What follows belongs to an exercise in optimizing a design on an open flow for small area, a short achievable clock period and few clock cycles per item; a production flow would make more cautious choices. At most, simulation tests tie the RTL to the original design; equivalence was not proved. For runs 2 to 4, only the layout was checked, not whether the RTL still works.

==> flow/design.v <==
`timescale 1ns/1ps
package cmul_types_pkg;
    localparam int ELEM_W    = 8;    
    localparam int RES_W     = 18;   
    localparam int RES_BYTES = 3;    
    localparam int ADDR_W    = 16;   
    localparam int REG_W     = 16;   
    typedef logic signed [ELEM_W-1:0] elem_t;       
    typedef logic signed [RES_W-1:0]  res_t;        
    typedef logic [ADDR_W-1:0]        addr_t;       
    typedef logic [REG_W-1:0]         reg_t;        
    typedef logic [2:0]               byte_cnt_t;   
endpackage
`timescale 1ns/1ps
package cmul_regmap_pkg;
    typedef enum logic [2:0] {
        OFS_OP1    = 3'd0,   
        OFS_OP2    = 3'd1,   
        OFS_RES    = 3'd2,   
        OFS_NUM_OP = 3'd3,   
        OFS_START  = 3'd4,   
        OFS_STATUS = 3'd5,   
        OFS_STATE  = 3'd6    
    } reg_offset_e;
    localparam int STS_DONE_BIT = 0;
    typedef enum logic [1:0] {
        ST_IDLE   = 2'd0,
        ST_RD_OPS = 2'd1,   
        ST_WORK   = 2'd2,   
        ST_WR_RES = 2'd3    
    } ctrl_state_e;
    localparam int OP_RD_BYTES  = 4;   
    localparam int RES_WR_BYTES = 6;   
    localparam int OP_STRIDE    = 2;   
    localparam int RES_STRIDE   = 6;   
endpackage
`timescale 1ns/1ps
module comp_mult_top
#(
    parameter logic [15:0] APB_BASE = '0   
) (
    input  logic        clk,
    input  logic        rst_n,
    input  logic [15:0] paddr,
    input  logic        pwrite,
    input  logic [15:0] pwdata,
    input  logic        psel,
    output logic        pready,
    output logic [15:0] prdata,
    output logic        pslverr,
    output logic        mem_ce,
    output logic        mem_we,
    output logic [15:0] mem_addr,
    output logic [7:0]  mem_wr_data,
    input  logic [7:0]  mem_rd_data
);
    logic [15:0] ofs_full;
    logic [2:0]  ofs;
    logic        in_range;
    logic        acc_ok;
    logic        wr_en;
    logic [15:0] num;        
    logic        num_nz;     
    logic        busy;       
    logic        done;
    logic        rd_q;       
    assign ofs_full = paddr - APB_BASE;
    assign in_range = (ofs_full[15:3] == 13'd0);
    assign ofs      = ofs_full[2:0];
    always_comb begin
        case (ofs)
            3'd0, 3'd1, 3'd2, 3'd3, 3'd4: acc_ok = pwrite;
            3'd5:                         acc_ok = 1'b1;
            3'd6:                         acc_ok = ~pwrite;
            default:                      acc_ok = 1'b0;
        endcase
    end
    assign wr_en = psel & pwrite & in_range & acc_ok;
    logic [15:0] wdat;
    logic        w_op1, w_op2, w_res, w_num, w_clr;
    always_ff @(posedge clk) begin
        wdat    <= pwdata;
        w_op1   <= wr_en & (ofs == 3'd0);
        w_op2   <= wr_en & (ofs == 3'd1);
        w_res   <= wr_en & (ofs == 3'd2);
        w_clr   <= wr_en & (ofs == 3'd5) & ~pwdata[0];
    end
    always_ff @(posedge clk or negedge rst_n) begin
        if (!rst_n)
            w_num <= 1'b0;
        else
            w_num <= wr_en & (ofs == 3'd3);
    end
    logic go;
    assign go     = wr_en & (ofs == 3'd4) & pwdata[0] & ~busy
                  & (w_num ? (wdat != 16'd0) : num_nz);
    assign pready = 1'b1;
    assign prdata = {15'd0, rd_q};
    always_ff @(posedge clk) begin
        rd_q <= ofs[1] ? busy : (done & ~w_clr);
    end
    logic [4:0]  jc;
    logic [9:0]  s;          
    logic        lastf;      
    logic        f0;         
    logic        fend;
    logic        fin;
    assign s[0] = ~jc[4] & ~jc[0];
    assign s[1] =  jc[0] & ~jc[1];
    assign s[2] =  jc[1] & ~jc[2];
    assign s[3] =  jc[2] & ~jc[3];
    assign s[4] =  jc[3] & ~jc[4];
    assign s[5] =  jc[4] &  jc[0];
    assign s[6] = ~jc[0] &  jc[1];
    assign s[7] = ~jc[1] &  jc[2];
    assign s[8] = ~jc[2] &  jc[3];
    assign s[9] = ~jc[3] &  jc[4];
    assign fend = lastf ? s[7] : s[9];
    assign fin  = busy & lastf & fend;
    logic       o_ce, o_we;
    logic       rd_n;
    logic [5:0] wb_n;
    logic       wr_n;
    assign rd_n = go | (busy & ~lastf & (s[0] | s[1] | s[2] | (s[9] & num_nz)));
    assign wb_n = {6{busy}} & (lastf ? {s[6:4], s[2:0]} : ({6{~f0}} & s[8:3]));
    assign wr_n = |wb_n;
    always_ff @(posedge clk or negedge rst_n) begin
        if (!rst_n) begin
            o_ce <= 1'b0;
            o_we <= 1'b0;
        end else begin
            o_ce <= rd_n | wr_n;
            o_we <= wr_n;
        end
    end
    assign mem_ce = o_ce;
    assign mem_we = o_we;
    logic [15:0] cur_ptr, nx1_ptr, nx2_ptr;
    logic [15:0] nxt;
    logic        rot;    
    assign nxt = cur_ptr + {15'd0, o_ce};   
    assign mem_addr = cur_ptr;
    always_ff @(posedge clk) begin
        rot <= busy & ~lastf & (s[0] | s[2] | (s[8] & num_nz));   
        if (w_op1)
            cur_ptr <= wdat;
        else
            cur_ptr <= rot ? nx1_ptr : nxt;
        if (w_op2)
            nx1_ptr <= wdat;
        else if (rot)
            nx1_ptr <= nx2_ptr;
        if (w_res)
            nx2_ptr <= wdat;
        else if (rot)
            nx2_ptr <= nxt;
        if (w_num)
            num <= wdat;
        else if (busy & ~lastf & s[3])
            num <= num - 16'd1;
    end
    always_ff @(posedge clk) begin
        if (go) begin
            jc    <= 5'd0;
            f0    <= 1'b1;
            lastf <= 1'b0;
        end else if (fend) begin
            jc    <= 5'd0;
            f0    <= 1'b0;
            lastf <= ~num_nz;
        end else begin
            jc    <= {jc[3:0], ~jc[4]};
        end
    end
    always_ff @(posedge clk or negedge rst_n) begin
        if (!rst_n) begin
            num_nz  <= 1'b0;
            busy    <= 1'b0;
            done    <= 1'b0;
            pslverr <= 1'b0;
        end else begin
            pslverr <= psel & ~(in_range & acc_ok);
            if (w_num)
                num_nz <= (wdat != 16'd0);
            else if (busy & ~lastf & s[3])
                num_nz <= (num != 16'd1);                           
            if (go)
                busy <= 1'b1;
            else if (fin)
                busy <= 1'b0;
            if (fin)
                done <= 1'b1;
            else if (w_clr)
                done <= 1'b0;
        end
    end
    logic signed [7:0]  opa;    
    logic signed [7:0]  opb;    
    logic signed [7:0]  opc;    
    logic signed [7:0]  opd;    
    logic signed [11:0] prod;   
    logic               p_hi;   
    logic signed [16:0] acc;    
    logic signed [16:0] res;    
    always_ff @(posedge clk) begin
        if (s[1]) opa <= mem_rd_data;
        if (s[2]) opb <= mem_rd_data;
        if (s[3]) opc <= mem_rd_data;
        if (s[4]) opd <= mem_rd_data;
    end
    logic [7:0] mcand;
    logic [1:0] bneg, bone, btwo;
    logic       acc_first;           
    logic       nx_d, nx_hi, nx_neg, nx_none;
    logic [7:0] nx_src;
    logic [3:0] nx_nib;
    logic       nx_m1;
    logic [2:0] trip0, trip1;
    assign nx_d   = s[6] | s[7] | s[0] | s[1];
    assign nx_hi  = s[5] | s[7] | s[9] | s[1];
    assign nx_neg = s[0] | s[1];
    assign nx_src = nx_d ? opd : opc;
    assign nx_nib = nx_hi ? nx_src[7:4] : nx_src[3:0];
    assign nx_m1  = nx_hi & nx_src[3];
    assign nx_none = s[2] | s[3];
    assign trip0  = {nx_nib[1:0], nx_m1} & {3{~nx_none}};
    assign trip1  = nx_nib[3:1] & {3{~nx_none}};
    always_ff @(posedge clk) begin
        mcand     <= (s[4] | s[5] | s[0] | s[1]) ? opb : opa;
        bone[0]   <= trip0[1] ^ trip0[0];
        btwo[0]   <= (trip0[2] & ~trip0[1] & ~trip0[0]) | (~trip0[2] & trip0[1] & trip0[0]);
        bneg[0]   <= (trip0[2] & ~(trip0[1] & trip0[0])) ^ nx_neg;
        bone[1]   <= trip1[1] ^ trip1[0];
        btwo[1]   <= (trip1[2] & ~trip1[1] & ~trip1[0]) | (~trip1[2] & trip1[1] & trip1[0]);
        bneg[1]   <= (trip1[2] & ~(trip1[1] & trip1[0])) ^ nx_neg;
        p_hi      <= s[6] | s[8] | s[0] | s[2];
        acc_first <= s[5] | s[9];                                   
    end
    logic [8:0]  pm0, pm1, px0, px1;
    logic [11:0] row0, row1, row2;
    assign pm0  = bone[0] ? {mcand[7], mcand} : (btwo[0] ? {mcand, 1'b0} : 9'd0);
    assign pm1  = bone[1] ? {mcand[7], mcand} : (btwo[1] ? {mcand, 1'b0} : 9'd0);
    assign px0  = pm0 ^ {9{bneg[0]}};
    assign px1  = pm1 ^ {9{bneg[1]}};
    assign row0 = {{3{px0[8]}}, px0};
    assign row1 = {px1[8], px1, 1'b0, bneg[0]};
    assign row2 = {9'd0, bneg[1], 2'b00};
    logic [11:0] ca, cb, psum;
    assign ca = row0 ^ row1 ^ row2;
    assign cb = {(row0[10:0] & row1[10:0]) | (row0[10:0] & row2[10:0]) | (row1[10:0] & row2[10:0]), 1'b0};
    always_comb begin
        logic [11:0] g, p, gn, pn;
        g = ca & cb;
        p = ca ^ cb;
        for (int d = 1; d < 12; d = d * 2) begin
            gn = g;
            pn = p;
            for (int i = d; i < 12; i++) begin
                gn[i] = g[i] | (p[i] & g[i-d]);
                pn[i] = p[i] & p[i-d];
            end
            g = gn;
            p = pn;
        end
        psum = ca ^ cb ^ {g[10:0], 1'b0};
    end
    logic signed [16:0] acc_in;
    logic signed [16:0] p_ext;
    logic signed [16:0] sum;
    assign acc_in = acc_first ? 17'sd0 : acc;
    assign p_ext  = p_hi ? {prod[11], prod, 4'd0} : {{5{prod[11]}}, prod};
    always_comb begin
        logic [16:0] g, p, gn, pn;
        g = acc_in & p_ext;
        p = acc_in ^ p_ext;
        for (int d = 1; d < 17; d = d * 2) begin
            gn = g;
            pn = p;
            for (int i = d; i < 17; i++) begin
                gn[i] = g[i] | (p[i] & g[i-d]);
                pn[i] = p[i] & p[i-d];
            end
            g = gn;
            p = pn;
        end
        sum = acc_in ^ p_ext ^ {g[15:0], 1'b0};
    end
    always_ff @(posedge clk) begin
        prod <= psum;
        acc <= sum;
        if (s[0] | s[6] | (lastf & s[4])) res <= acc;
    end
    logic [7:0] wd_q;
    logic [7:0] res_top;
    assign res_top = {6'd0, res[16], res[16]};
    always_ff @(posedge clk) begin
        wd_q <= ({8{~lastf & s[3]}} & res[7:0])
              | ({8{lastf ? (s[1] | s[5]) : (s[4] | s[7])}} & res[15:8])
              | ({8{lastf ? (s[2] | s[6]) : (s[5] | s[8])}} & res_top)
              | ({8{lastf ? (s[0] | s[4]) : s[6]}} & acc[7:0]);
    end
    assign mem_wr_data = wd_q;
endmodule
==> flow/flow/run.sh <==
#!/bin/bash
# standard layout, with plain buffers on the ports
set -euo pipefail
bash standard.sh BUFFER_PORTS_ARGS="-buffer_cell sky130_fd_sc_hd__buf_2" finish > standard.log 2>&1
==> flow/standard.sh <==
#!/bin/bash
# synth_recipe.tcl (not shown) runs the flow's synth.tcl, then flattens the netlist and writes it again
# the make line also repeats each setting of config.mk as NAME=value (left out here)
make -C /OpenROAD-flow-scripts/flow DESIGN_CONFIG=/design/flow/config.mk WORK_HOME=/design/flow/orfs CLKGATE_MAP_FILE= SYNTH_SCRIPT=/design/flow/synth_recipe.tcl "${@:-finish}"
==> flow/config.mk <==
export PLATFORM = sky130hd
export DESIGN_NAME = comp_mult_top
export DESIGN_NICKNAME = comp_mult_top
export VERILOG_FILES = /design/flow/design.v
export SDC_FILE = /design/flow/constraint.sdc
export NUM_CORES = 4
export LEC_CHECK = 0
export ABC_AREA = 1
export CAP_MARGIN = 20
export CORE_MARGIN = 2
export CORE_UTILIZATION = 40
export CTS_BUF_LIST = sky130_fd_sc_hd__clkbuf_16
export CTS_CLUSTER_DIAMETER = 180
export CTS_CLUSTER_SIZE = 28
export GPL_ROUTABILITY_DRIVEN = 0
export PLACE_DENSITY = 0.7
export SETUP_SLACK_MARGIN = 3.95
export SLEW_MARGIN = 20
==> flow/constraint.sdc <==
create_clock -name core_clock -period 6.5 [get_ports {clk}]
set_input_delay 1.3000 -clock core_clock [delete_from_list [all_inputs] [get_ports {clk}]]
set_output_delay 1.3000 -clock core_clock [all_outputs]
set_load 0.01 [all_outputs]
==> flow_summary_export.csv, run 1 <==
group,metric,value,unit
floorplanning,die_area,25680,um2
placement,port-buffer-count,71,
global_route,via_count_of_the_first_global_routing_pass,6788,
worst_setup_path,timing.critical_path.slowest_cell_delay,480,ps
worst_setup_path,worst_setup_path_end_kind,"primary output",
route,average_routed_wire_per_standard_cell,13.33,um
synthesis,avgSynthCellArea,8.831,um2
sta,finalSetupViolations,0,
synthesis,synth.yosys.seq_area_share,51.70,%
worst_setup_path,critPathTopFamily,"flip-flops",
floorplanning,die_extent_in_y,160.3,um
worst_setup_path,critical_path.max_fanout,5,
layout,finalNetCount,1250,
global_route,track_usage,15.54,%
run_status,outcome,"timing/DRC/antenna clean",
worst_setup_path,worst-r2r-cell-count,13,
floorplanning,initial_core_util,40.40,%
synthesis,synth_edf_count,97,
worst_hold_path,hold_path_start,"acc[15]",
synthesis,synth.lib_cells_used.distinct,49,
layout,areaGrowthSynthToFinish,9.851,%
placement,post-place-ws,3840,ps
synthesis,synth_async_sr_flop_share,3.465,%
sta,achievable-frequency,409.4,MHz
floorplanning,top_level_ports,88,
synthesis,synth_top_cells_by_area,"sky130_fd_sc_hd__edfxtp_1 30%, sky130_fd_sc_hd__dfxtp_1 20%, sky130_fd_sc_hd__nand2_1 9.0%, sky130_fd_sc_hd__o21ai_0 5.3%, sky130_fd_sc_hd__ha_1 5.3%",
worst_setup_path,critical_path.reg2reg.startpoint,"bone[1]",
global_route,maximum_number_of_pins_on_one_net_before_global_route_repair,34,
layout,final_core_util,44.38,%
worst_setup_path,timing.critical_path.required,5200,ps
synthesis,cell_accounting_for_the_most_synthesized_area,"sky130_fd_sc_hd__edfxtp_1",
sta,finClkSkew,32.32,ps
synthesis,dominantRegCellSynth,"sky130_fd_sc_hd__dfxtp_1",
synthesis,syn_warnings,1,
route,drc_errors,0,
synthesis,cell_count_after_synthesis,1106,
cts,clock_tree.htree_level_count,1,
worst_setup_path,crit_path_top_delay_cell,"sky130_fd_sc_hd__dfxtp_1",
placement,post-dp-hpwl,15.13,mm
cts,cts_buffers,11,
cts,clk_pin_slew,110,ps
synthesis,yosys.cell_count.top_type,"sky130_fd_sc_hd__nand2_1",
route,drtIter0Drc,384,
sta,final_critical_path_setup_slack,4057,ps
global_route,grt_first_pass_wirelength,32.79,mm
route,drtPass1Iterations,5,
worst_setup_path,reg_to_reg_critical_path_endpoint,"prod[10]",
layout,num-fill-cells,2316,
route,drtAntennaViolNets,0,
cts,cts.sink_count,202,
cts,cts_root_buf,"sky130_fd_sc_hd__clkbuf_16",
sta,timing.max_slew.rel_slack,35.02,%
floorplanning,die_w,160.3,um
worst_hold_path,worstHoldPathType,"reg2reg",
sta,unrepaired_setup_endpoints_after_global_routing,"true",
sta,timing_hold_violations_final,0,
synthesis,postSynthRegisterBits,202,
sta,whs,440.0,ps
cts,cts-root-to-sink-buffers,3,
worst_setup_path,critPathBufInv,1,
sta,portion_of_the_clock_cycle_consumed_by_the_worst_path_in_the_final_layout,37.58,%
global_route,grt.overflow.total,0,
placement,dpl.cell_count,1474,
worst_setup_path,timing.critical_path.from,"cur_ptr[4]",
floorplanning,rows,57,
worst_hold_path,min_delay_worst_endpoint,"res[15]",
synthesis,synth_top_cell_area_share,29.82,%
layout,final_layout_size_suffix_gt1_share,11.90,%
worst_setup_path,criticalPathCategory,"reg2out",
worst_setup_path,worst-r2r-setup-slack,4110,ps
worst_setup_path,worst_ep_arrival_time,1140,ps
layout,insertedDiodeCount,0,
global_route,antenna_violations_before_repair,0,
synthesis,synth_common_cells,"233 x sky130_fd_sc_hd__nand2_1, 136 x sky130_fd_sc_hd__inv_1, 104 x sky130_fd_sc_hd__nor2_1",
cts,cts_tree,"built",
cts,cts_hold_buf,0,
route,routed_wire_length,19.89,mm
route,vias,7189,
route,via_per_inst,4.818,
sta,timing_worst_slew_pin_value,971.2,ps
worst_setup_path,timing.critical_path.cells,"buf_2",
sta,finalSetupTns,0,ps
flow_run,drv.max_cap_violation_count,0,
synthesis,netlist_area_pre_place,9767,um2
floorplanning,core,24180,um2
sta,timing_max_transition_violations_final,0,
worst_hold_path,worstHoldPathCells,0,
worst_setup_path,worst_setup_path_start_kind,"flop",
sta,period_minus_slack,2443,ps
layout,fin_cells,1492,
cts,clock_insertion_delay_worst_skew,470,ps
-- flip-flops by register name (all words and copies together) (netlist names), 2 cells and up --
signal,cells
num,16
wdat,16
opc,8
nx1_ptr,16
mcand,8
bone,2
bneg,2
res,17
opa,8
wd_q,8
nx2_ptr,16
btwo,2
cur_ptr,16
opb,8
acc,17
jc,5
opd,8
prod,12
-- cells by family after synthesis --
logic type      synth area share [%]
fa+ha+maj                      5.457
flops                          51.70
buf+inv                        7.635
compound gates                 10.11
other cells                  0.07689
mux                           0.9224
simple gates                   19.34
xor+xnor                       4.753
-- timing repair --
item	in CTS	in global routing
setup buffers	0	1
setup endpoints to repair	4	21
resized for setup	3	18
pin swaps	0	1
cloned	0	0
-- cell usage in the layout (no fill, tap or decap), types with 5 or more instances in the layout --
cell and instances:
sky130_fd_sc_hd__dfxtp_1 94, sky130_fd_sc_hd__o22ai_1 6, sky130_fd_sc_hd__clkbuf_16 11, sky130_fd_sc_hd__dfrtp_1 7, sky130_fd_sc_hd__mux2_2 8, sky130_fd_sc_hd__a22oi_1 5, sky130_fd_sc_hd__inv_1 139, sky130_fd_sc_hd__nor3_1 12
sky130_fd_sc_hd__o21ai_1 10, sky130_fd_sc_hd__conb_1 16, sky130_fd_sc_hd__a31oi_1 8, sky130_fd_sc_hd__ha_1 38, sky130_fd_sc_hd__nand4_1 11, sky130_fd_sc_hd__xor2_1 43, sky130_fd_sc_hd__xnor2_1 10, sky130_fd_sc_hd__a21oi_1 25
sky130_fd_sc_hd__o21ai_0 98, sky130_fd_sc_hd__o211ai_1 9, sky130_fd_sc_hd__nand2_1 233, sky130_fd_sc_hd__nand3_1 50, sky130_fd_sc_hd__edfxtp_1 97, sky130_fd_sc_hd__nor2_1 101, sky130_fd_sc_hd__buf_2 71, sky130_fd_sc_hd__nor2_2 8
-- how the worst max path moves through the flow --
| stage | slack, ps | cells after the start | end |
|---|---|---|---|
| 5_1_grt | 3830 | 13 | prod[10] |
| 3_3_place_gp | 3890 | 8 | jc[0] |
| 2_1_floorplan | 4040 | 13 | prod[10] |
| 6_report | 4060 | 1 | mem_addr[4] |
| 3_5_place_dp | 3840 | 8 | jc[0] |
| 4_1_cts | 3930 | 12 | prod[10] |
-- layout make-up --
type,instances,area (um2),share of cell area [%]
Tap cell,324,405.4,3.778
Clock inverter,6,48.80,0.4548
Multi-Input combinational cell,737,4056,37.81
Sequential cell,202,5055,47.11
Clock buffer,11,275.3,2.566
Inverter,140,525.5,4.898
Timing Repair Buffer,72,362.8,3.382
-- stage by stage --
stage / instance area, um2
after floorplan: 9819
after global placement: 10360
after detailed placement: 10360
after CTS: 10690
after global routing: 10730
final: 10730
-- per-layer routing --
layer	GRT usage, %	vias to the layer above	wire length, um
met4	3.686	0	332
li1	-	3720	-
met3	2.338	18	1040
met5	0	-	0
met2	24.93	200	8897
met1	22.19	3251	9623
Testbench counts, summed over its fixed seeds: cycles 22,748, items 2,070.
==> run 2, diff against run 1 <==
--- a/flow/design.v
+++ b/flow/design.v
@@ -77,12 +77,13 @@
     end
     assign wr_en = psel & pwrite & in_range & acc_ok;
     logic [15:0] wdat;
-    logic        w_op1, w_op2, w_res, w_num, w_clr;
+    logic        w_op1, w_op2, w_res, w_num, w_start, w_clr;
     always_ff @(posedge clk) begin
         wdat    <= pwdata;
         w_op1   <= wr_en & (ofs == 3'd0);
         w_op2   <= wr_en & (ofs == 3'd1);
         w_res   <= wr_en & (ofs == 3'd2);
+        w_start <= wr_en & (ofs == 3'd4) & pwdata[0];
         w_clr   <= wr_en & (ofs == 3'd5) & ~pwdata[0];
     end
     always_ff @(posedge clk or negedge rst_n) begin
@@ -92,8 +93,7 @@
             w_num <= wr_en & (ofs == 3'd3);
     end
     logic go;
-    assign go     = wr_en & (ofs == 3'd4) & pwdata[0] & ~busy
-                  & (w_num ? (wdat != 16'd0) : num_nz);
+    assign go = w_start & ~busy & num_nz;
     assign pready = 1'b1;
     assign prdata = {15'd0, rd_q};
     always_ff @(posedge clk) begin
--- a/flow/config.mk
+++ b/flow/config.mk
@@ -12,7 +12,6 @@
 export CTS_BUF_LIST = sky130_fd_sc_hd__clkbuf_16
 export CTS_CLUSTER_DIAMETER = 180
 export CTS_CLUSTER_SIZE = 28
-export GPL_ROUTABILITY_DRIVEN = 0
 export PLACE_DENSITY = 0.7
 export SETUP_SLACK_MARGIN = 3.95
 export SLEW_MARGIN = 20
==> run 2 against run 1 <==
Setup slack better by 6.1 ps. Count of clock-buffer cells in the layout stayed put. Core utilization is 0.37 points higher. Area after synthesis is 0.37% higher. Hold slack better by 1.0 ps. Sequential share of layout area is 0.23 points lower. Largest cell class unchanged. Highest routed layer unchanged.
==> flow_summary_export.csv, run 2 <==
group,metric,value,unit
run_status,outcome,"timing/DRC/antenna clean",
route,drtIter0Drc,484,
worst_setup_path,worst_setup_path_start_kind,"flop",
synthesis,yosys.cell_count.top_type,"sky130_fd_sc_hd__nand2_1",
cts,cts_tree,"built",
sta,portion_of_the_clock_cycle_consumed_by_the_worst_path_in_the_final_layout,37.49,%
route,vias,7424,
sta,finalSetupTns,0,ps
sta,achievable-frequency,410.4,MHz
cts,count_of_buffers_added_by_post_cts_timing_repair_for_setup,0,
sta,finClkSkew,22.37,ps
cts,cts-root-to-sink-buffers,3,
synthesis,synth_edf_count,97,
sta,unrepaired_setup_endpoints_after_global_routing,"true",
worst_setup_path,reg_to_reg_critical_path_endpoint,"prod[9]",
route,drtPass1Iterations,5,
layout,insertedDiodeCount,0,
synthesis,synth_top_cell_area_share,29.71,%
sta,timing_max_transition_violations_final,0,
worst_setup_path,worst-r2r-cell-count,15,
floorplanning,initial_core_util,40.55,%
cts,cts_root_buf,"sky130_fd_sc_hd__clkbuf_16",
synthesis,synth_async_sr_flop_share,3.448,%
synthesis,cell_accounting_for_the_most_synthesized_area,"sky130_fd_sc_hd__edfxtp_1",
worst_setup_path,timing.critical_path.required,6860,ps
cts,clock_tree.htree_level_count,1,
worst_setup_path,timing.critical_path.cells,"inv_1, o21ai_0, o21ai_1, xor2_1, ha_1, ha_2, a21oi_2, nand2_1, nand2_1, nand2_1, nand2_1, nand2_1, nand3_1, nand2_1, xor2_1",
synthesis,synth.lib_cells_used.distinct,49,
worst_setup_path,timing.critical_path.slowest_cell_delay,360,ps
floorplanning,top_level_ports,88,
worst_setup_path,critical_path.reg2reg.startpoint,"btwo[0]",
global_route,track_usage,15.47,%
layout,areaGrowthSynthToFinish,10.36,%
cts,cts_buffers,11,
worst_hold_path,min_delay_worst_endpoint,"res[14]",
worst_setup_path,worst_setup_path_end_kind,"flop",
worst_setup_path,crit_path_top_delay_cell,"sky130_fd_sc_hd__dfxtp_1",
global_route,globalRouteMet3Util,1.963,%
floorplanning,rows,57,
sta,period_minus_slack,2437,ps
worst_hold_path,worstHoldPathCells,0,
worst_setup_path,critical_path.max_fanout,6,
global_route,grt.overflow.total,0,
layout,commonest_non_fill_non_tap_cells_in_the_layout,"224 x sky130_fd_sc_hd__nand2_1, 146 x sky130_fd_sc_hd__inv_1, 106 x sky130_fd_sc_hd__nor2_1, 98 x sky130_fd_sc_hd__o21ai_0",
synthesis,netlist_area_pre_place,9803,um2
synthesis,avgSynthCellArea,8.784,um2
placement,replace_congestion,0.9080,
route,drc_errors,0,
route,via_per_inst,4.943,
worst_setup_path,critPathBufInv,1,
floorplanning,core,24180,um2
placement,port-buffer-count,71,
sta,timing.max_slew.rel_slack,33.96,%
floorplanning,die_area,25780,um2
flow_run,drv.max_cap_violation_count,0,
sta,timing_worst_slew_pin_value,986.9,ps
global_route,met2_usage,26.84,%
global_route,grt_most_used_layer,"met2",
worst_hold_path,hold_path_start,"acc[14]",
synthesis,synth_top_cells_by_area,"sky130_fd_sc_hd__edfxtp_1 30%, sky130_fd_sc_hd__dfxtp_1 20%, sky130_fd_sc_hd__nand2_1 8.7%, sky130_fd_sc_hd__inv_1 5.5%, sky130_fd_sc_hd__o21ai_0 5.4%",
worst_setup_path,path_common_cell,"sky130_fd_sc_hd__nand2_1",
cts,cts_hold_buf,0,
worst_setup_path,critical_path_cell_count,15,
route,drtAntennaViolNets,0,
synthesis,synth_common_cells,"226 x sky130_fd_sc_hd__nand2_1, 144 x sky130_fd_sc_hd__inv_1, 107 x sky130_fd_sc_hd__nor2_1",
global_route,grt_first_pass_wirelength,33.02,mm
layout,finalNetCount,1261,
global_route,antenna_violations_before_repair,0,
layout,final_core_util,44.75,%
floorplanning,die_w,160.6,um
sta,finalSetupViolations,0,
global_route,maximum_number_of_pins_on_one_net_before_global_route_repair,33,
cts,clk_pin_slew,110,ps
worst_setup_path,critPathTopFamily,"adder cells",
layout,layout_top_registers,"acc (17), res (17)",
worst_setup_path,worst_ep_arrival_time,2800,ps
placement,post-dp-hpwl,15.27,mm
layout,final_layout_size_suffix_gt1_share,11.04,%
synthesis,dominantRegCellSynth,"sky130_fd_sc_hd__dfxtp_1",
layout,layout.cells.most_common,"sky130_fd_sc_hd__nand2_1",
global_route,via_count_of_the_first_global_routing_pass,6923,
worst_hold_path,worstHoldPathType,"reg2reg",
layout,num-fill-cells,2332,
synthesis,cell_count_after_synthesis,1116,
sta,timing_hold_violations_final,0,
cts,clock_insertion_delay_worst_skew,470,ps
worst_setup_path,criticalPathCategory,"reg2reg",
synthesis,syn_warnings,1,
synthesis,synth.yosys.seq_area_share,51.72,%
route,routed_wire_length,20.45,mm
route,average_routed_wire_per_standard_cell,13.61,um
cts,cts.sink_count,203,
floorplanning,die_extent_in_y,160.6,um
global_route,global_route.usage.met1,20.39,%
synthesis,postSynthRegisterBits,203,
worst_setup_path,worst-r2r-setup-slack,4060,ps
## run 2: changes by cell type in the layout (fill, tap and decap cells not counted), moves of 4 or more
cell,previous run,this run
sky130_fd_sc_hd__nand3_1,50,57
sky130_fd_sc_hd__nand2_1,233,224
sky130_fd_sc_hd__nor4_1,1,8
sky130_fd_sc_hd__ha_4,0,4
sky130_fd_sc_hd__nor2_1,101,106
sky130_fd_sc_hd__a21oi_1,25,20
sky130_fd_sc_hd__inv_1,139,146
sky130_fd_sc_hd__nor2_2,8,4
sky130_fd_sc_hd__nand4_1,11,15
## run 2: area by class of cell
cell class	instances	area, um2	area share, %
clock inverters	5	45.04	0.4163
inverters	147	554.3	5.123
flip-flops and latches	203	5072	46.88
clock buffers	11	275.3	2.544
well taps	324	405.4	3.747
multi-input cells	740	4104	37.93
repair buffers	72	362.8	3.354
## run 2: how the worst max path moves through the flow
| stage | startpoint | to |
|---|---|---|
| global route | btwo[0] | prod[9] |
| finish | btwo[0] | prod[9] |
| floorplan | bone[1] | prod[10] |
| detailed placement | bone[1] | prod[10] |
| CTS | bone[0] | prod[9] |
| global placement | bone[1] | prod[10] |
## run 2: metrics by stage
stage	setup slack, ps	area [um2]	hold slack, ps	std cells
global route	3901	10820	448.1	1502
global placement	3963	10410	414.5	1486
CTS	3990	10730	440.1	1502
finish	4063	10820	441.0	1502
floorplan	4035	9856	408.2	1130
detailed placement	3953	10410	413.9	1486
## run 2: kinds of logic after synthesis
kind of cell	Yosys count	share of synthesized area (%)
other	2	0.07661
buffers and inverters	187	7.824
AND/OR/NAND/NOR	447	19.52
adder cells (fa/ha/maj)	42	5.437
XOR/XNOR	48	4.289
AO/OA/AOI/OAI	179	10.22
flip-flops	203	51.72
multiplexers	8	0.9190
## run 2: per-layer routing
metal | share of wire [%] | vias to the layer above
met5 | 0 | -
met4 | 2.1 | 0
met3 | 4.0 | 29
met2 | 47 | 185
met1 | 47 | 3433
li1 | - | 3777
## run 2: worst reg2reg max path: cells and delay by family, from the launching register on
family | cells | cell delay (ps)
xor gates and xnor gates | 2 | 280
buffers and inverters | 1 | 100
adders and majority gates | 2 | 640
AOI/OAI and AO/OA | 3 | 470
DFF | 1 | 360
and+or+nand+nor | 7 | 490
## run 2: what timing repair did
item,in CTS,in global routing
pin swaps,0,1
gates resized for setup,1,25
endpoints found under the hold margin,0,0
setup endpoints to repair,1,47
==> run 3, diff against run 2 <==
--- a/flow/design.v
+++ b/flow/design.v
@@ -77,13 +77,12 @@
     end
     assign wr_en = psel & pwrite & in_range & acc_ok;
     logic [15:0] wdat;
-    logic        w_op1, w_op2, w_res, w_num, w_start, w_clr;
+    logic        w_op1, w_op2, w_res, w_num, w_clr;
     always_ff @(posedge clk) begin
         wdat    <= pwdata;
         w_op1   <= wr_en & (ofs == 3'd0);
         w_op2   <= wr_en & (ofs == 3'd1);
         w_res   <= wr_en & (ofs == 3'd2);
-        w_start <= wr_en & (ofs == 3'd4) & pwdata[0];
         w_clr   <= wr_en & (ofs == 3'd5) & ~pwdata[0];
     end
     always_ff @(posedge clk or negedge rst_n) begin
@@ -93,7 +92,8 @@
             w_num <= wr_en & (ofs == 3'd3);
     end
     logic go;
-    assign go = w_start & ~busy & num_nz;
+    assign go     = wr_en & (ofs == 3'd4) & pwdata[0] & ~busy
+                  & (w_num ? (wdat != 16'd0) : num_nz);
     assign pready = 1'b1;
     assign prdata = {15'd0, rd_q};
     always_ff @(posedge clk) begin
@@ -164,6 +164,8 @@
             jc    <= 5'd0;
             f0    <= 1'b1;
             lastf <= 1'b0;
+        end else if (f0 & s[3]) begin
+            jc    <= 5'b11111;                                      
         end else if (fend) begin
             jc    <= 5'd0;
             f0    <= 1'b0;
@@ -206,7 +208,7 @@
         if (s[1]) opa <= mem_rd_data;
         if (s[2]) opb <= mem_rd_data;
         if (s[3]) opc <= mem_rd_data;
-        if (s[4]) opd <= mem_rd_data;
+        if (s[4] | (f0 & s[5])) opd <= mem_rd_data;
     end
     logic [7:0] mcand;
     logic [1:0] bneg, bone, btwo;
@@ -219,14 +221,14 @@
     assign nx_d   = s[6] | s[7] | s[0] | s[1];
     assign nx_hi  = s[5] | s[7] | s[9] | s[1];
     assign nx_neg = s[0] | s[1];
-    assign nx_src = nx_d ? opd : opc;
+    assign nx_src = (f0 & s[3]) ? mem_rd_data : (nx_d ? opd : opc);   
     assign nx_nib = nx_hi ? nx_src[7:4] : nx_src[3:0];
     assign nx_m1  = nx_hi & nx_src[3];
-    assign nx_none = s[2] | s[3];
+    assign nx_none = (s[2] | s[3]) & ~(f0 & s[3]);
     assign trip0  = {nx_nib[1:0], nx_m1} & {3{~nx_none}};
     assign trip1  = nx_nib[3:1] & {3{~nx_none}};
     always_ff @(posedge clk) begin
-        mcand     <= (s[4] | s[5] | s[0] | s[1]) ? opb : opa;
+        mcand     <= (s[4] | s[5] | s[0] | s[1] | (f0 & s[3])) ? opb : opa;
         bone[0]   <= trip0[1] ^ trip0[0];
         btwo[0]   <= (trip0[2] & ~trip0[1] & ~trip0[0]) | (~trip0[2] & trip0[1] & trip0[0]);
         bneg[0]   <= (trip0[2] & ~(trip0[1] & trip0[0])) ^ nx_neg;
==> run 3 against run 2 <==
Sequential share of layout area is 1.2 points lower. Area after synthesis is 2.7% higher. Still clean. Critical path depth is 3 lower. Global-route usage is 0.051 points higher. Die area is 2.7% higher. Count of clock-buffer cells in the layout stayed put.
==> flow_summary_export.csv, run 3 <==
group,metric,value,unit
run_status,outcome,"timing/DRC/antenna clean",
synthesis,synth_top_cell_area_share,28.92,%
synthesis,muxShareOfSynthArea,0.8944,%
sta,portion_of_the_clock_cycle_consumed_by_the_worst_path_in_the_final_layout,37.45,%
synthesis,yosys.cell_count.top_type,"sky130_fd_sc_hd__nand2_1",
synthesis,synthAdderAreaFrac,5.292,%
global_route,globalRouteMet3Util,2.114,%
route,average_routed_wire_per_standard_cell,13.40,um
placement,dpl-instance-area,10670,um2
global_route,track_usage,15.52,%
layout,commonest_non_fill_non_tap_cells_in_the_layout,"222 x sky130_fd_sc_hd__nand2_1, 149 x sky130_fd_sc_hd__inv_1, 105 x sky130_fd_sc_hd__o21ai_0, 97 x sky130_fd_sc_hd__edfxtp_1, 96 x sky130_fd_sc_hd__dfxtp_1",
synthesis,post_synth_xor_area_fraction,4.261,%
worst_hold_path,worstHoldPathCells,0,
layout,final_core_util,44.26,%
sta,timing.max_slew.rel_slack,38.10,%
worst_setup_path,critical_path.reg2reg.startpoint,"btwo[1]",
synthesis,synth.lib_cells_used.distinct,51,
placement,replace_congestion,0.8801,
worst_hold_path,min_delay_worst_endpoint,"res[15]",
sta,finalSetupViolations,0,
route,drtIter0Drc,595,
synthesis,cell_accounting_for_the_most_synthesized_area,"sky130_fd_sc_hd__edfxtp_1",
placement,dpl.cell_count,1523,
synthesis,synth_top_cells_by_area,"sky130_fd_sc_hd__edfxtp_1 29%, sky130_fd_sc_hd__dfxtp_1 19%, sky130_fd_sc_hd__nand2_1 8.3%, sky130_fd_sc_hd__o21ai_0 5.6%, sky130_fd_sc_hd__inv_1 5.5%",
global_route,grt.overflow.total,0,
cts,cts_buffers,11,
floorplanning,die_area,26470,um2
route,routed_wire_length,20.65,mm
sta,timing_worst_slew_pin_value,925.1,ps
sta,period_minus_slack,2434,ps
worst_hold_path,hold_path_start,"acc[15]",
worst_setup_path,worst-r2r-setup-slack,4070,ps
synthesis,postSynthRegisterBits,202,
synthesis,synth-compound-area-share,10.80,%
synthesis,avgSynthCellArea,8.774,um2
synthesis,synth-simple-area-share,20.16,%
global_route,via_count_of_the_first_global_routing_pass,7029,
route,drc_errors,0,
global_route,grt_most_used_layer,"met2",
worst_setup_path,critical_path.max_fanout,6,
cts,cts_tree,"built",
sta,timing_max_transition_violations_final,0,
worst_setup_path,worst_setup_path_end_kind,"flop",
floorplanning,die_w,162.7,um
synthesis,cell_count_after_synthesis,1148,
flow_run,drv.max_cap_violation_count,0,
sta,unrepaired_setup_endpoints_after_global_routing,"true",
global_route,grt_first_pass_wirelength,33.58,mm
cts,clock_tree.htree_level_count,1,
synthesis,synth_top_family_by_area,"simple AND/OR/NAND/NOR gates",
global_route,global_route.usage.met1,20.92,%
layout,layout.cells.most_common,"sky130_fd_sc_hd__nand2_1",
layout,final_layout_size_suffix_gt1_share,12.80,%
synthesis,syn_warnings,1,
global_route,met2_usage,26.44,%
worst_setup_path,worst-r2r-cell-count,12,
floorplanning,rows,58,
floorplanning,core,24960,um2
cts,cts_root_buf,"sky130_fd_sc_hd__clkbuf_16",
worst_setup_path,criticalPathCategory,"reg2reg",
cts,cts.sink_count,202,
layout,areaGrowthSynthToFinish,9.689,%
route,drtPass1Iterations,5,
worst_hold_path,worstHoldPathType,"reg2reg",
synthesis,synth_async_sr_flop_share,3.465,%
worst_setup_path,timing.critical_path.required,6900,ps
synthesis,dominantRegCellSynth,"sky130_fd_sc_hd__dfxtp_1",
route,drtAntennaViolNets,0,
cts,clk_pin_slew,110,ps
worst_setup_path,reg_to_reg_critical_path_endpoint,"prod[9]",
placement,post-dp-hpwl,15.34,mm
global_route,maximum_number_of_pins_on_one_net_before_global_route_repair,34,
worst_setup_path,worst_ep_arrival_time,2840,ps
route,via_per_inst,4.888,
layout,finish.instance_area,11050,um2
synthesis,synth_common_cells,"222 x sky130_fd_sc_hd__nand2_1, 147 x sky130_fd_sc_hd__inv_1, 113 x sky130_fd_sc_hd__o21ai_0",
sta,finClkSkew,15.46,ps
route,vias,7533,
synthesis,synth.yosys.seq_area_share,50.14,%
placement,port-buffer-count,71,
worst_setup_path,worst_setup_path_start_kind,"flop",
floorplanning,top_level_ports,88,
layout,layout_top_registers,"acc (17), res (17)",
layout,insertedDiodeCount,0,
layout,fin_cells,1541,
sta,timing_hold_violations_final,0,
synthesis,synth_edf_count,97,
cts,clock_insertion_delay_worst_skew,470,ps
cts,cts-root-to-sink-buffers,3,
layout,finalNetCount,1293,
sta,achievable-frequency,410.8,MHz
floorplanning,initial_core_util,40.35,%
floorplanning,die_extent_in_y,162.7,um
layout,num-fill-cells,2399,
sta,finalSetupTns,0,ps
global_route,antenna_violations_before_repair,0,
synthesis,netlist_area_pre_place,10070,um2
==> run 3: how the worst max path moves through the flow <==
stage / start / end / cells past startpoint
finish: btwo[1] / prod[9] / 12
global route: bone[0] / prod[9] / 12
CTS: acc_first / acc[10] / 10
detailed placement: paddr[14] / jc[4] / 8
global placement: paddr[14] / jc[0] / 8
floorplan: jc[2] / num[0] / 4
==> run 3: routing by layer <==
metal,part of all wire (%),routed length [um]
met3,3.6,746
met4,1.9,393
met2,47,9727
met1,47,9782
met5,0,0
==> run 3: per-stage QoR <==
| step | setup slack (ps) | hold slack (ps) |
|---|---|---|
| after floorplan | 3981 | 408.2 |
| after global placement | 3835 | 414.1 |
| after detailed placement | 3832 | 421.5 |
| after CTS | 3951 | 449.5 |
| after global routing | 3778 | 455.5 |
| final | 4066 | 443.2 |
==> run 3: cell families (layout without fill, tap and decap cells) <==
kind of cell               Yosys count  after routing
xor gates and xnor gates            49             49
and+or+nand+nor                    447            447
adders and majority gates           42             42
muxes                                8              8
DFF                                202            202
buffers and inverters              200            249
other                                2             16
AOI/OAI and AO/OA                  198            198
==> run 3: layout make-up <==
type                       instances  area (um2)  area share [%]
clock buffer                      11       275.3           2.492
inverter                         155       581.8           5.266
clock inverter                     6       48.80          0.4417
multi-input combinational        760        4277           38.71
tap                              330       412.9           3.737
sequential                       202        5052           45.73
timing repair buffer              77       400.4           3.624
==> run 3: worst max-delay path, stage by stage, from the launching register on <==
cell	delay, ps
sky130_fd_sc_hd__dfxtp_1	370
sky130_fd_sc_hd__inv_1	100
sky130_fd_sc_hd__o21ai_0	150
sky130_fd_sc_hd__o21ai_0	110
sky130_fd_sc_hd__xor2_1	140
sky130_fd_sc_hd__inv_1	60
sky130_fd_sc_hd__ha_1	290
sky130_fd_sc_hd__ha_2	390
sky130_fd_sc_hd__nand2_1	90
sky130_fd_sc_hd__nor3_2	220
sky130_fd_sc_hd__a21oi_1	130
sky130_fd_sc_hd__o21bai_1	160
sky130_fd_sc_hd__xor2_1	150
==> run 3: repair_timing <==
action / 4_1_cts / 5_1_grt
gates resized for setup: 3 / 17
pin swaps: 0 / 3
hold buffers: 0 / 0
endpoints found under the setup margin: 2 / 12
buffers inserted: 0 / 1
==> run 4, diff against run 3 <==
--- a/flow/design.v
+++ b/flow/design.v
@@ -164,8 +164,6 @@
             jc    <= 5'd0;
             f0    <= 1'b1;
             lastf <= 1'b0;
-        end else if (f0 & s[3]) begin
-            jc    <= 5'b11111;                                      
         end else if (fend) begin
             jc    <= 5'd0;
             f0    <= 1'b0;
@@ -196,8 +194,8 @@
                 done <= 1'b0;
         end
     end
-    logic signed [7:0]  opa;    
-    logic signed [7:0]  opb;    
+    logic signed [7:0]  mb;     
+    logic signed [7:0]  na;     
     logic signed [7:0]  opc;    
     logic signed [7:0]  opd;    
     logic signed [11:0] prod;   
@@ -205,12 +203,19 @@
     logic signed [16:0] acc;    
     logic signed [16:0] res;    
     always_ff @(posedge clk) begin
-        if (s[1]) opa <= mem_rd_data;
-        if (s[2]) opb <= mem_rd_data;
+        if (s[1])
+            na <= mem_rd_data;
+        else if (s[0] | s[6])
+            na <= mb;
+        if (s[2])
+            mb <= mem_rd_data;
+        else if (s[0] | s[6])
+            mb <= na;
         if (s[3]) opc <= mem_rd_data;
-        if (s[4] | (f0 & s[5])) opd <= mem_rd_data;
+        if (s[4]) opd <= mem_rd_data;
     end
     logic [7:0] mcand;
+    assign mcand = mb;
     logic [1:0] bneg, bone, btwo;
     logic       acc_first;           
     logic       nx_d, nx_hi, nx_neg, nx_none;
@@ -221,14 +226,13 @@
     assign nx_d   = s[6] | s[7] | s[0] | s[1];
     assign nx_hi  = s[5] | s[7] | s[9] | s[1];
     assign nx_neg = s[0] | s[1];
-    assign nx_src = (f0 & s[3]) ? mem_rd_data : (nx_d ? opd : opc);   
+    assign nx_src = nx_d ? opd : opc;
     assign nx_nib = nx_hi ? nx_src[7:4] : nx_src[3:0];
     assign nx_m1  = nx_hi & nx_src[3];
-    assign nx_none = (s[2] | s[3]) & ~(f0 & s[3]);
+    assign nx_none = s[2] | s[3];
     assign trip0  = {nx_nib[1:0], nx_m1} & {3{~nx_none}};
     assign trip1  = nx_nib[3:1] & {3{~nx_none}};
     always_ff @(posedge clk) begin
-        mcand     <= (s[4] | s[5] | s[0] | s[1] | (f0 & s[3])) ? opb : opa;
         bone[0]   <= trip0[1] ^ trip0[0];
         btwo[0]   <= (trip0[2] & ~trip0[1] & ~trip0[0]) | (~trip0[2] & trip0[1] & trip0[0]);
         bneg[0]   <= (trip0[2] & ~(trip0[1] & trip0[0])) ^ nx_neg;
==> run 4 against run 3 <==
Still clean. Area after synthesis shrank 4.4%. Wire length grew 0.61%. Synthesized cell count shrank 1.7%. Maximum frequency grew 0.21%. Final area shrank 0.38%. Via count grew 0.23%. First-iteration DRC count grew 2.9%. Sequential share of layout area shrank 1.3 points. Clock skew grew 3.7 ps. Die area shrank 4.3%. Critical path type unchanged.
==> flow_summary_export.csv, run 4 <==
group,metric,value,unit
route,average_routed_wire_per_standard_cell,13.60,um
synthesis,yosys.cell_count.top_type,"sky130_fd_sc_hd__nand2_1",
route,vias,7550,
synthesis,synth_edf_count,97,
floorplanning,top_level_ports,88,
global_route,track_usage,16.51,%
route,drtIter0Drc,612,
global_route,maximum_number_of_pins_on_one_net_before_global_route_repair,34,
floorplanning,die_area,25340,um2
sta,finalSetupTns,0,ps
sta,period_minus_slack,2429,ps
sta,timing_worst_slew_pin_value,936.6,ps
floorplanning,rows,56,
worst_hold_path,min_delay_worst_endpoint,"res[14]",
worst_hold_path,hold_path_start,"acc[14]",
layout,commonest_non_fill_non_tap_cells_in_the_layout,"245 x sky130_fd_sc_hd__nand2_1, 140 x sky130_fd_sc_hd__inv_1, 121 x sky130_fd_sc_hd__o21ai_0, 106 x sky130_fd_sc_hd__nor2_1, 97 x sky130_fd_sc_hd__edfxtp_1",
worst_setup_path,timing.critical_path.cells,"inv_1, o21ai_0, o21ai_0, xnor2_1, ha_1, ha_1, nand2_1, o21ai_1, nand2_1, nand3_1, nand2_1",
placement,post-dp-hpwl,15.06,mm
floorplanning,die_w,159.2,um
cts,cts_tree,"built",
sta,timing_hold_violations_final,0,
route,drtAntennaViolNets,0,
worst_setup_path,timing.critical_path.slowest_cell_delay,420,ps
cts,clk_pin_slew,80,ps
layout,final_layout_size_suffix_gt1_share,12.49,%
route,routed_wire_length,20.78,mm
worst_setup_path,path_common_cell,"sky130_fd_sc_hd__nand2_1",
sta,final_critical_path_setup_slack,4071,ps
worst_setup_path,worst-r2r-setup-slack,4070,ps
cts,cts_root_buf,"sky130_fd_sc_hd__clkbuf_16",
synthesis,synth.lib_cells_used.distinct,47,
route,via_per_inst,4.941,
worst_setup_path,critical_path.max_fanout,5,
worst_setup_path,criticalPathCategory,"reg2reg",
cts,cts-root-to-sink-buffers,2,
synthesis,synth_top_cells_by_area,"sky130_fd_sc_hd__edfxtp_1 30%, sky130_fd_sc_hd__dfxtp_1 19%, sky130_fd_sc_hd__nand2_1 9.7%, sky130_fd_sc_hd__o21ai_0 6.7%, sky130_fd_sc_hd__inv_1 5.6%",
global_route,grt_first_pass_wirelength,34.68,mm
worst_setup_path,worst_ep_arrival_time,2760,ps
sta,unrepaired_setup_endpoints_after_global_routing,"true",
layout,areaGrowthSynthToFinish,14.25,%
flow_run,drv.max_cap_violation_count,0,
cts,clock_insertion_delay_worst_skew,450,ps
route,drc_errors,0,
worst_setup_path,critPathTopFamily,"adder cells",
cts,cts_buffers,17,
synthesis,synth_top_cell_area_share,30.24,%
synthesis,syn_warnings,1,
synthesis,avgSynthCellArea,8.532,um2
worst_setup_path,critical_path_cell_count,11,
floorplanning,core,23540,um2
sta,timing_max_transition_violations_final,0,
synthesis,synth_async_sr_flop_share,3.608,%
synthesis,synth_common_cells,"249 x sky130_fd_sc_hd__nand2_1, 143 x sky130_fd_sc_hd__inv_1, 128 x sky130_fd_sc_hd__o21ai_0",
cts,cts.sink_count,194,
layout,final_core_util,46.75,%
layout,layout.cells.most_common,"sky130_fd_sc_hd__nand2_1",
synthesis,cell_accounting_for_the_most_synthesized_area,"sky130_fd_sc_hd__edfxtp_1",
synthesis,postSynthRegisterBits,194,
synthesis,netlist_area_pre_place,9633,um2
worst_setup_path,critical_path.reg2reg.startpoint,"mb[0]",
layout,insertedDiodeCount,0,
global_route,grt.overflow.total,0,
sta,finalSetupViolations,0,
worst_setup_path,reg_to_reg_critical_path_endpoint,"prod[6]",
layout,layout_top_registers,"acc (17), res (17)",
worst_hold_path,worstHoldPathType,"reg2reg",
sta,achievable-frequency,411.7,MHz
sta,portion_of_the_clock_cycle_consumed_by_the_worst_path_in_the_final_layout,37.37,%
floorplanning,initial_core_util,40.92,%
layout,finalNetCount,1282,
global_route,via_count_of_the_first_global_routing_pass,7218,
route,drtPass1Iterations,5,
synthesis,synth.yosys.seq_area_share,50.76,%
worst_setup_path,crit_path_top_delay_cell,"sky130_fd_sc_hd__edfxtp_1",
sta,timing.max_slew.rel_slack,37.49,%
worst_setup_path,worst_setup_path_start_kind,"flop",
synthesis,cell_count_after_synthesis,1129,
global_route,antenna_violations_before_repair,0,
floorplanning,die_extent_in_y,159.2,um
placement,replace_congestion,0.8956,
worst_setup_path,timing.critical_path.required,6830,ps
worst_setup_path,worst_setup_path_end_kind,"flop",
placement,post-place-ws,3837,ps
placement,port-buffer-count,71,
worst_setup_path,critPathBufInv,1,
worst_setup_path,worst-r2r-cell-count,11,
synthesis,dominantRegCellSynth,"sky130_fd_sc_hd__edfxtp_1",
run_status,outcome,"timing/DRC/antenna clean",
sta,finClkSkew,19.17,ps
worst_hold_path,worstHoldPathCells,0,
cts,clock_tree.htree_level_count,4,
layout,num-fill-cells,2297,
## run 4: cell count changes in the layout (fill, tap and decap cells not counted), moves of 6 or more
cell                        change
sky130_fd_sc_hd__o21ai_0       +16
sky130_fd_sc_hd__mux2_2         -8
sky130_fd_sc_hd__a21oi_1       -13
sky130_fd_sc_hd__nand4_1        -7
sky130_fd_sc_hd__clkinv_8       +6
sky130_fd_sc_hd__dfxtp_1        -8
sky130_fd_sc_hd__clkbuf_16      +6
sky130_fd_sc_hd__inv_1          -9
sky130_fd_sc_hd__nand3_2       -10
sky130_fd_sc_hd__nor2_1        +16
sky130_fd_sc_hd__nand2_1       +23
## run 4: worst reg2reg max path, delay by kind of cell, from the launching register on
family | cells | cell delay [ps]
adders and majority gates | 2 | 690
AOI/OAI and AO/OA | 3 | 590
DFF | 1 | 420
and+or+nand+nor | 4 | 390
xor gates and xnor gates | 1 | 150
buffers and inverters | 1 | 70
## run 4: through the flow
step,area [um2],hold slack (ps),instances
finish,11010,430.7,1528
detailed placement,10210,413.2,1490
global route,11010,441.8,1528
floorplan,9686,408.2,1143
global placement,10210,415.3,1490
CTS,10880,431.9,1522
## run 4: cell families after synthesis
logic type	share of synthesized area, %
fa+ha+maj	5.533
other cells	0.07796
flops	50.76
compound gates	11.11
buf+inv	8.261
xor+xnor	4.819
simple gates	19.44
## run 4: worst max-delay path by stage
stage                          from       end
final                         mb[0]   prod[6]
after floorplan           acc_first   acc[10]
after global routing           p_hi    acc[9]
after detailed placement   paddr[6]     jc[1]
after global placement     paddr[6]     jc[1]
after CTS                   bone[0]  prod[10]
## run 4: layer usage
metal  vias up  track usage [%]  wire [um]
li1       3825                -          -
met1      3514            21.45       9432
met2       193            27.98      10050
met3        18            3.178        978
met4         0            4.959        310
met5         -                0          0
## run 4: final cells by class
| cell class | instances | area [um2] | area share (%) |
|---|---|---|---|
| clock inverter | 15 | 242.7 | 2.206 |
| timing repair buffer | 78 | 407.9 | 3.706 |
| multi-input combinational | 756 | 4076 | 37.04 |
| clock buffer | 17 | 425.4 | 3.865 |
| inverter | 149 | 561.8 | 5.105 |
| tap | 319 | 399.1 | 3.627 |
| sequential | 194 | 4892 | 44.45 |
## run 4: timing repair
item	CTS	global route
endpoints found under the setup margin	2	45
pin swaps	0	2
hold buffers	0	0
cloned	0	0
setup buffers	0	6
resized for setup	3	27

[what the ideal ports hide]
Ports are ideal in the flow. The routed layouts listed here were re-timed in OpenROAD.
Step 1 sets driving cells, clkbuf_16 on the clock port and buf_2 on the other inputs (assumed; they add their load-dependent delay and slew).
Step 2 adds t to the input delays and takes it off the output delays; t is the mean of the earliest and latest rising clock arrival at the registers after step 1. Input paths then give back, and output paths get back, about the clock's delay inside the block.
Slacks: ideal / step 1 / step 2; pairs: ideal / step 1.
run	t, ns	setup WS [ns]	latest minus earliest clock arrival (ns)
run 1	0.504	4.057 / 4.010 / 3.844	0.033 / 0.033
run 2	0.504	4.063 / 4.021 / 4.063	0.022 / 0.023
run 3	0.511	4.066 / 4.041 / 3.820	0.016 / 0.016
run 4	0.485	4.071 / 4.061 / 3.852	0.019 / 0.019
After both steps setup and hold are still met in every run listed. The setup slack of run 3, which loses most, moves by -0.025 ns with the drivers and by -0.246 ns with both steps.
